Source: an optimization exercise on an open RTL-to-GDS flow (aim: small area, a short achievable clock period and few clock cycles). Production flows keep margins and buffers that such runs may drop. Where RTL was checked, it was by simulation tests only, not by an equivalence proof against the original. No activity file was given, so power comes from the tool's default toggle rates.

## the reference run
Design script_lexer_tokenizer_unit, start of the top module:
module script_lexer_tokenizer_unit (
    input  logic        i_clk,
    input  logic        i_rst_n,
    input  logic        i_byte_valid,
    output logic        o_byte_ready,
    input  logic [7:0]  i_byte_ch,
    input  logic        i_byte_final,
    output logic        o_tok_valid,
    input  logic        i_tok_ready,
    output logic [5:0]  o_tok_kind,
    output logic [19:0] o_tok_start,
    output logic [19:0] o_tok_len,
    output logic [15:0] o_tok_line,
    output logic [15:0] o_tok_col,
    output logic [7:0]  o_tok_bad,
    output logic        o_tok_last
);
Settings: LEC_CHECK=0, ABC_AREA=1, CAP_MARGIN=20, CORE_MARGIN=2, CORE_UTILIZATION=40, SLEW_MARGIN=20; clock period 11.0 ns.
standard.sh (not shown) runs the stock make flow with config.mk's settings and CLKGATE_MAP_FILE= SYNTH_SCRIPT=/design/flow/synth_recipe.tcl, a recipe that flattens the netlist after the stock synthesis.
==> flow/flow/run.sh <==
#!/bin/bash
# Standard layout (the standard.sh: ORFS synthesis to finish, same clock and
# constraints), with these changes to how the layout is made:
#  - after the floorplan step's own work, the combinational logic is re-mapped
#    for area by OpenROAD's restructure (flow/restructure.tcl), using the
#    platform library without its don't-use cells (flow/filter_lib.py);
#  - the port buffers that ORFS inserts are plain buffers (buf_1) rather than the
#    delay cell ORFS picks by default; every port still gets its own buffer;
#  - ORFS's timing repair aims for more setup slack than the clock needs;
#  - clock tree: clkbuf_8 buffers, larger sink clusters, no dummy loads.
set -euo pipefail
python3 flow/filter_lib.py "$FLOW_HOME/platforms/sky130hd/lib/sky130_fd_sc_hd__tt_025C_1v80.lib" \
  "$PWD/hd_nodontuse.lib" > filter_lib.log 2>&1
mkdir -p "$PWD/restructure_work"
export RESTRUCTURE_LIB="$PWD/hd_nodontuse.lib"
export RESTRUCTURE_WORK="$PWD/restructure_work"
export POST_FLOORPLAN_TCL="$PWD/flow/restructure.tcl"
export SETUP_SLACK_MARGIN=7.0
export BUFFER_PORTS_ARGS="-buffer_cell sky130_fd_sc_hd__buf_1"
export CTS_ARGS="-sink_clustering_enable -repair_clock_nets -buf_list sky130_fd_sc_hd__clkbuf_8 -sink_clustering_size 30 -sink_clustering_max_diameter 100 -dont_use_dummy_load"
bash standard.sh > standard_flow.log 2>&1
==> flow/flow/filter_lib.py <==
#!/usr/bin/env python3
# filter_lib.py IN OUT: copy a liberty file without the platform's don't-use cells
# (probe and lpflow cells), for the area restructuring step's ABC run.
import re, sys
src = open(sys.argv[1]).read()
out = []
pos = 0
pat = re.compile(r'\n(\s*)cell\s*\(\s*"?([\w]+)"?\s*\)\s*\{')
for m in pat.finditer(src):
    if m.start() < pos:
        continue
    name = m.group(2)
    if not (re.match(r'sky130_fd_sc_hd__(probe|probec)_p_8$', name) or
            name.startswith('sky130_fd_sc_hd__lpflow_')):
        continue
    # find the matching closing brace
    depth = 0
    i = m.end() - 1
    while True:
        ch = src[i]
        if ch == '{':
            depth += 1
        elif ch == '}':
            depth -= 1
            if depth == 0:
                break
        i += 1
    out.append(src[pos:m.start()])
    pos = i + 1
out.append(src[pos:])
open(sys.argv[2], 'w').write(''.join(out))
==> flow/flow/restructure.tcl <==
# POST_FLOORPLAN hook: area-oriented re-mapping of the combinational logic with
# OpenROAD's restructure (ABC). Registers are untouched.
restructure -target area \
  -abc_logfile $::env(LOG_DIR)/2_1_restructure_abc.log \
  -liberty_file $::env(RESTRUCTURE_LIB) \
  -tielo_port sky130_fd_sc_hd__conb_1/LO -tiehi_port sky130_fd_sc_hd__conb_1/HI \
  -work_dir $::env(RESTRUCTURE_WORK)
The reference run has completed all stages; timing, DRC and antenna checks passed.
The inputs of the trial run differ from those of the reference run as listed below.
==> flow/flow/run.sh <==
#!/bin/bash
# Standard layout (the standard.sh: ORFS synthesis to finish, same clock and
# constraints), with two changes to how the layout is made:
#  - the port buffers that ORFS inserts are plain buffers (buf_1) rather than the
#    delay cell ORFS picks by default; every port still gets its own buffer;
#  - ORFS's timing repair aims for more setup slack than the clock needs.
set -euo pipefail
export SETUP_SLACK_MARGIN=7.0
export BUFFER_PORTS_ARGS="-buffer_cell sky130_fd_sc_hd__buf_1"
bash standard.sh > standard_flow.log 2>&1
removed: flow/flow/filter_lib.py
removed: flow/flow/restructure.tcl
Results
- Diff the reference run -> the trial run: number of instances in the synthesized netlist neither gained nor lost much, sequential cell area in the final layout fell about 0.4%, sum of met3 wire segment lengths after detailed routing saw a decrease, post-CTS setup repair buffer count moved down, cell count higher.
- For maximum number of pins on one net before global-route repair, dividing the value from the trial run by the value from the reference run gives 1.19.
- Sort the reference run and the trial run by setup slack after layout asc -> top: the reference run
- Compared with the reference run, the trial run shows a higher total half-perimeter wirelength after legalization and detailed placement.
No run of this note included a check of the RTL's function; only the layout flow was run.

Setup of rev 12:
script_lexer_tokenizer_unit, a different RTL version from the one above (not shown whole).
Size: about 100 I/O pins, ~9300 µm² of cells after synthesis.
clock: 11.0 ns
lec_check: 0
abc_area: 1
cap_margin: 20
core_margin: 2
core_utilization: 40
slew_margin: 20
==> flow/flow/run.sh <==
#!/bin/bash
# Standard layout (the standard.sh: ORFS synthesis to finish, same clock and
# constraints), with these changes to how the layout is made:
#  - the port buffers that ORFS inserts are plain buffers (buf_1) rather than the
#    delay cell ORFS picks by default; every port still gets its own buffer;
#  - ORFS's timing repair aims for more setup slack than the clock needs;
#  - clock tree: clkbuf_8 buffers, larger sink clusters, no dummy loads.
set -euo pipefail
export SETUP_SLACK_MARGIN=7.3
export BUFFER_PORTS_ARGS="-buffer_cell sky130_fd_sc_hd__buf_1"
export CTS_ARGS="-sink_clustering_enable -repair_clock_nets -buf_list sky130_fd_sc_hd__clkbuf_8 -sink_clustering_size 30 -sink_clustering_max_diameter 100 -dont_use_dummy_load"
bash standard.sh > standard_flow.log 2>&1
In summary, rev 12 completed successfully, with a layout that passed the timing, design-rule and antenna checks.
Modified inputs, rev 13 compared to rev 12
--- a/flow/flow/run.sh
+++ b/flow/flow/run.sh
@@ -9 +9 @@
-export SETUP_SLACK_MARGIN=7.3
+export SETUP_SLACK_MARGIN=7.0
--- outcome ---
Compared with rev 12, in rev 13 setup slack moved down; total CTS buffers level; met3 track utilization from global routing moved up; register fraction of the total cell area moved up; buffer count excluding the clock tree in the final layout moved down. When rev 13 is measured against rev 12, its global-route wire length before repair turns out 610 µm lower.
No run of this note included a check of the RTL's function; only the layout flow was run.

Another version of the RTL of script_lexer_tokenizer_unit (not shown whole).
Size: ~130 flip-flops, roughly 100 I/O pins.
clock: 11.0 ns
lec_check: 0
abc_area: 1
cap_margin: 20
core_margin: 2
core_utilization: 40
place_density: 0.75
slew_margin: 20
==> flow/flow/run.sh <==
#!/bin/bash
# Standard layout (the standard.sh: ORFS synthesis to finish, same clock and
# constraints), with these changes to how the layout is made:
#  - the port buffers that ORFS inserts are plain buffers (buf_1) rather than the
#    delay cell ORFS picks by default; every port still gets its own buffer;
#  - ORFS's timing repair aims for more setup slack than the clock needs;
#  - clock tree: clkbuf_8 buffers, larger sink clusters, no dummy loads.
set -euo pipefail
export SETUP_SLACK_MARGIN=7.55
export BUFFER_PORTS_ARGS="-buffer_cell sky130_fd_sc_hd__buf_1"
export CTS_ARGS="-sink_clustering_enable -repair_clock_nets -buf_list sky130_fd_sc_hd__clkbuf_8 -sink_clustering_size 30 -sink_clustering_max_diameter 100 -dont_use_dummy_load"
bash standard.sh > standard_flow.log 2>&1
Rerun with:
--- a/flow/flow/run.sh
+++ b/flow/flow/run.sh
@@ -7,5 +7,5 @@
 #  - clock tree: clkbuf_8 buffers, larger sink clusters, no dummy loads.
 set -euo pipefail
-export SETUP_SLACK_MARGIN=7.55
+export SETUP_SLACK_MARGIN=7.7
 export BUFFER_PORTS_ARGS="-buffer_cell sky130_fd_sc_hd__buf_1"
 export CTS_ARGS="-sink_clustering_enable -repair_clock_nets -buf_list sky130_fd_sc_hd__clkbuf_8 -sink_clustering_size 30 -sink_clustering_max_diameter 100 -dont_use_dummy_load"
Effect: The changed run completed with no timing, DRC or antenna violations. Final area goes up by 4.1%. Non-clock buffer count rose by 45. Area after synthesis is unchanged. Critical path depth increases by 1. Routed wire length goes up by 1.8%.
No functional check of the RTL was part of any run of this note.

Another version of the RTL of script_lexer_tokenizer_unit (not shown whole).
Size in the first run: roughly 130 flip-flops, roughly 9200 um^2 of cells after synthesis.
==> flow/config.mk <==
export PLATFORM = sky130hd
export DESIGN_NAME = script_lexer_tokenizer_unit
export DESIGN_NICKNAME = script_lexer_tokenizer_unit
export VERILOG_FILES = /design/flow/design.v
export SDC_FILE = /design/flow/constraint.sdc
export NUM_CORES = 4
export LEC_CHECK = 0
export ABC_AREA = 1
export CAP_MARGIN = 20
export CORE_MARGIN = 2
export CORE_UTILIZATION = 40
export PLACE_DENSITY = 0.9
export SLEW_MARGIN = 20
==> flow/constraint.sdc <==
create_clock -name core_clock -period 11.0 [get_ports {i_clk}]
set_input_delay 2.2000 -clock core_clock [delete_from_list [all_inputs] [get_ports {i_clk}]]
set_output_delay 2.2000 -clock core_clock [all_outputs]
set_load 0.01 [all_outputs]
==> flow/flow/run.sh <==
#!/bin/bash
# Standard layout (the standard.sh: ORFS synthesis to finish, same clock and
# constraints), with these changes to how the layout is made:
#  - the port buffers that ORFS inserts are plain buffers (buf_1) rather than the
#    delay cell ORFS picks by default; every port still gets its own buffer;
#  - ORFS's timing repair aims for more setup slack than the clock needs;
#  - clock tree: clkbuf_8 buffers, larger sink clusters, no dummy loads.
set -euo pipefail
export SETUP_SLACK_MARGIN=7.25
export BUFFER_PORTS_ARGS="-buffer_cell sky130_fd_sc_hd__buf_1"
export CTS_ARGS="-sink_clustering_enable -repair_clock_nets -buf_list sky130_fd_sc_hd__clkbuf_8 -sink_clustering_size 30 -sink_clustering_max_diameter 100 -dont_use_dummy_load"
bash standard.sh > standard_flow.log 2>&1
The starting point completed without violations.
Testbench counts at the start, summed over its fixed seeds: cycles 22,580.
Next try:
--- a/flow/config.mk
+++ b/flow/config.mk
@@ -9,5 +9,5 @@
 export CAP_MARGIN = 20
 export CORE_MARGIN = 2
-export CORE_UTILIZATION = 40
-export PLACE_DENSITY = 0.9
+export CORE_UTILIZATION = 55
+export PLACE_DENSITY = 0.75
 export SLEW_MARGIN = 20
What happened: Worst setup slack gets better by 0.074 ns; combinational power decreases by about 4%; final cell count decreases by 4.2%; clock skew decreases by 0.0085 ns; synthesized area is unchanged; via count decreases by 4.5%; non-clock buffer count decreases by 6; total power decreases by 2.5%; synthesized cell count stays the same; wire length decreases by 6.2%.
Next try:
--- a/flow/config.mk
+++ b/flow/config.mk
@@ -9,5 +9,4 @@
 export CAP_MARGIN = 20
 export CORE_MARGIN = 2
-export CORE_UTILIZATION = 55
-export PLACE_DENSITY = 0.75
+export CORE_UTILIZATION = 40
 export SLEW_MARGIN = 20
Effect: The changed run completed with no timing, DRC or antenna violations. Routed wire length rose by 4.6%. Worst hold slack is better by 0.014 ns. Synthesized cell count does not change. Design area climbs by 1.2%. Total power rose by about 1.4%.
Next try:
--- a/flow/config.mk
+++ b/flow/config.mk
@@ -10,3 +10,4 @@
 export CORE_MARGIN = 2
 export CORE_UTILIZATION = 40
+export PLACE_DENSITY = 0.75
 export SLEW_MARGIN = 20
After rerunning: The new run completed with no timing, DRC or antenna violations. First-iteration DRC count came out higher by 18%. Total power stays flat. Cell count hardly moves.
Next try:
--- a/flow/flow/run.sh
+++ b/flow/flow/run.sh
@@ -7,5 +7,5 @@
 #  - clock tree: clkbuf_8 buffers, larger sink clusters, no dummy loads.
 set -euo pipefail
-export SETUP_SLACK_MARGIN=7.25
+export SETUP_SLACK_MARGIN=7.4
 export BUFFER_PORTS_ARGS="-buffer_cell sky130_fd_sc_hd__buf_1"
 export CTS_ARGS="-sink_clustering_enable -repair_clock_nets -buf_list sky130_fd_sc_hd__clkbuf_8 -sink_clustering_size 30 -sink_clustering_max_diameter 100 -dont_use_dummy_load"
=>
- The new run produced a clean layout
- non-clock buffer count grows by 4
- via count barely changes
- area after synthesis stays the same
- worst setup slack is better by 0.072 ns
- final area is higher slightly
- power went up slightly
- flip-flop and latch count stays the same

static timing again, ports no longer ideal:
The results above use ideal ports. As a check the final layouts listed here were re-extracted and re-timed, cells and wires unchanged.
Step 1: set_driving_cell puts a clkbuf_16 on i_clk and a buf_2 on each other input, an assumption about the parent block.
Step 2, shift: input delay + t, output delay - t, t = (earliest + latest rising clock arrival at the registers) / 2. This alone moves slack from input paths to output paths.
a / b / c = no drivers / after step 1 / after step 2; a / b = the first two.
run | t, ns | setup slack, ns | worst setup path after step 2 | worst register clock-pin slew, ns | worst data-port slew with drivers (ns)
the reference run | 0.473 | 6.191 / 6.191 / 6.191 | register to register | 0.10 / 0.10 | 0.03
the trial run | 0.464 | 7.095 / 7.076 / 6.612 | input to register | 0.07 / 0.07 | 0.06
rev 12 | 0.475 | 7.292 / 7.250 / 7.016 | input to register | 0.10 / 0.10 | 0.03
rev 13 | 0.480 | 7.004 / 7.004 / 6.813 | input to register | 0.10 / 0.10 | 0.03
the first run of note 3 | 0.488 | 7.559 / 7.517 / 7.091 | input to register | 0.09 / 0.09 | 0.04
the second run of note 3 | 0.493 | 7.544 / 7.500 / 7.189 | input to register | 0.10 / 0.10 | 0.04
the first run of note 4 | 0.480 | 7.329 / 7.346 / 6.866 | input to register | 0.09 / 0.09 | 0.04
the second run of note 4 | 0.473 | 7.403 / 7.421 / 6.949 | input to register | 0.09 / 0.09 | 0.03
the third run of note 4 | 0.473 | 7.357 / 7.377 / 6.904 | input to register | 0.09 / 0.09 | 0.03
the fourth run of note 4 | 0.471 | 7.404 / 7.367 / 6.968 | input to register | 0.09 / 0.09 | 0.03
the fifth run of note 4 | 0.469 | 7.476 / 7.437 / 7.096 | input to register | 0.09 / 0.09 | 0.03
After both steps setup and hold are still met in every run listed. The setup slack of the trial run, which loses most, moves by -0.019 ns with the drivers and by -0.483 ns with both steps.
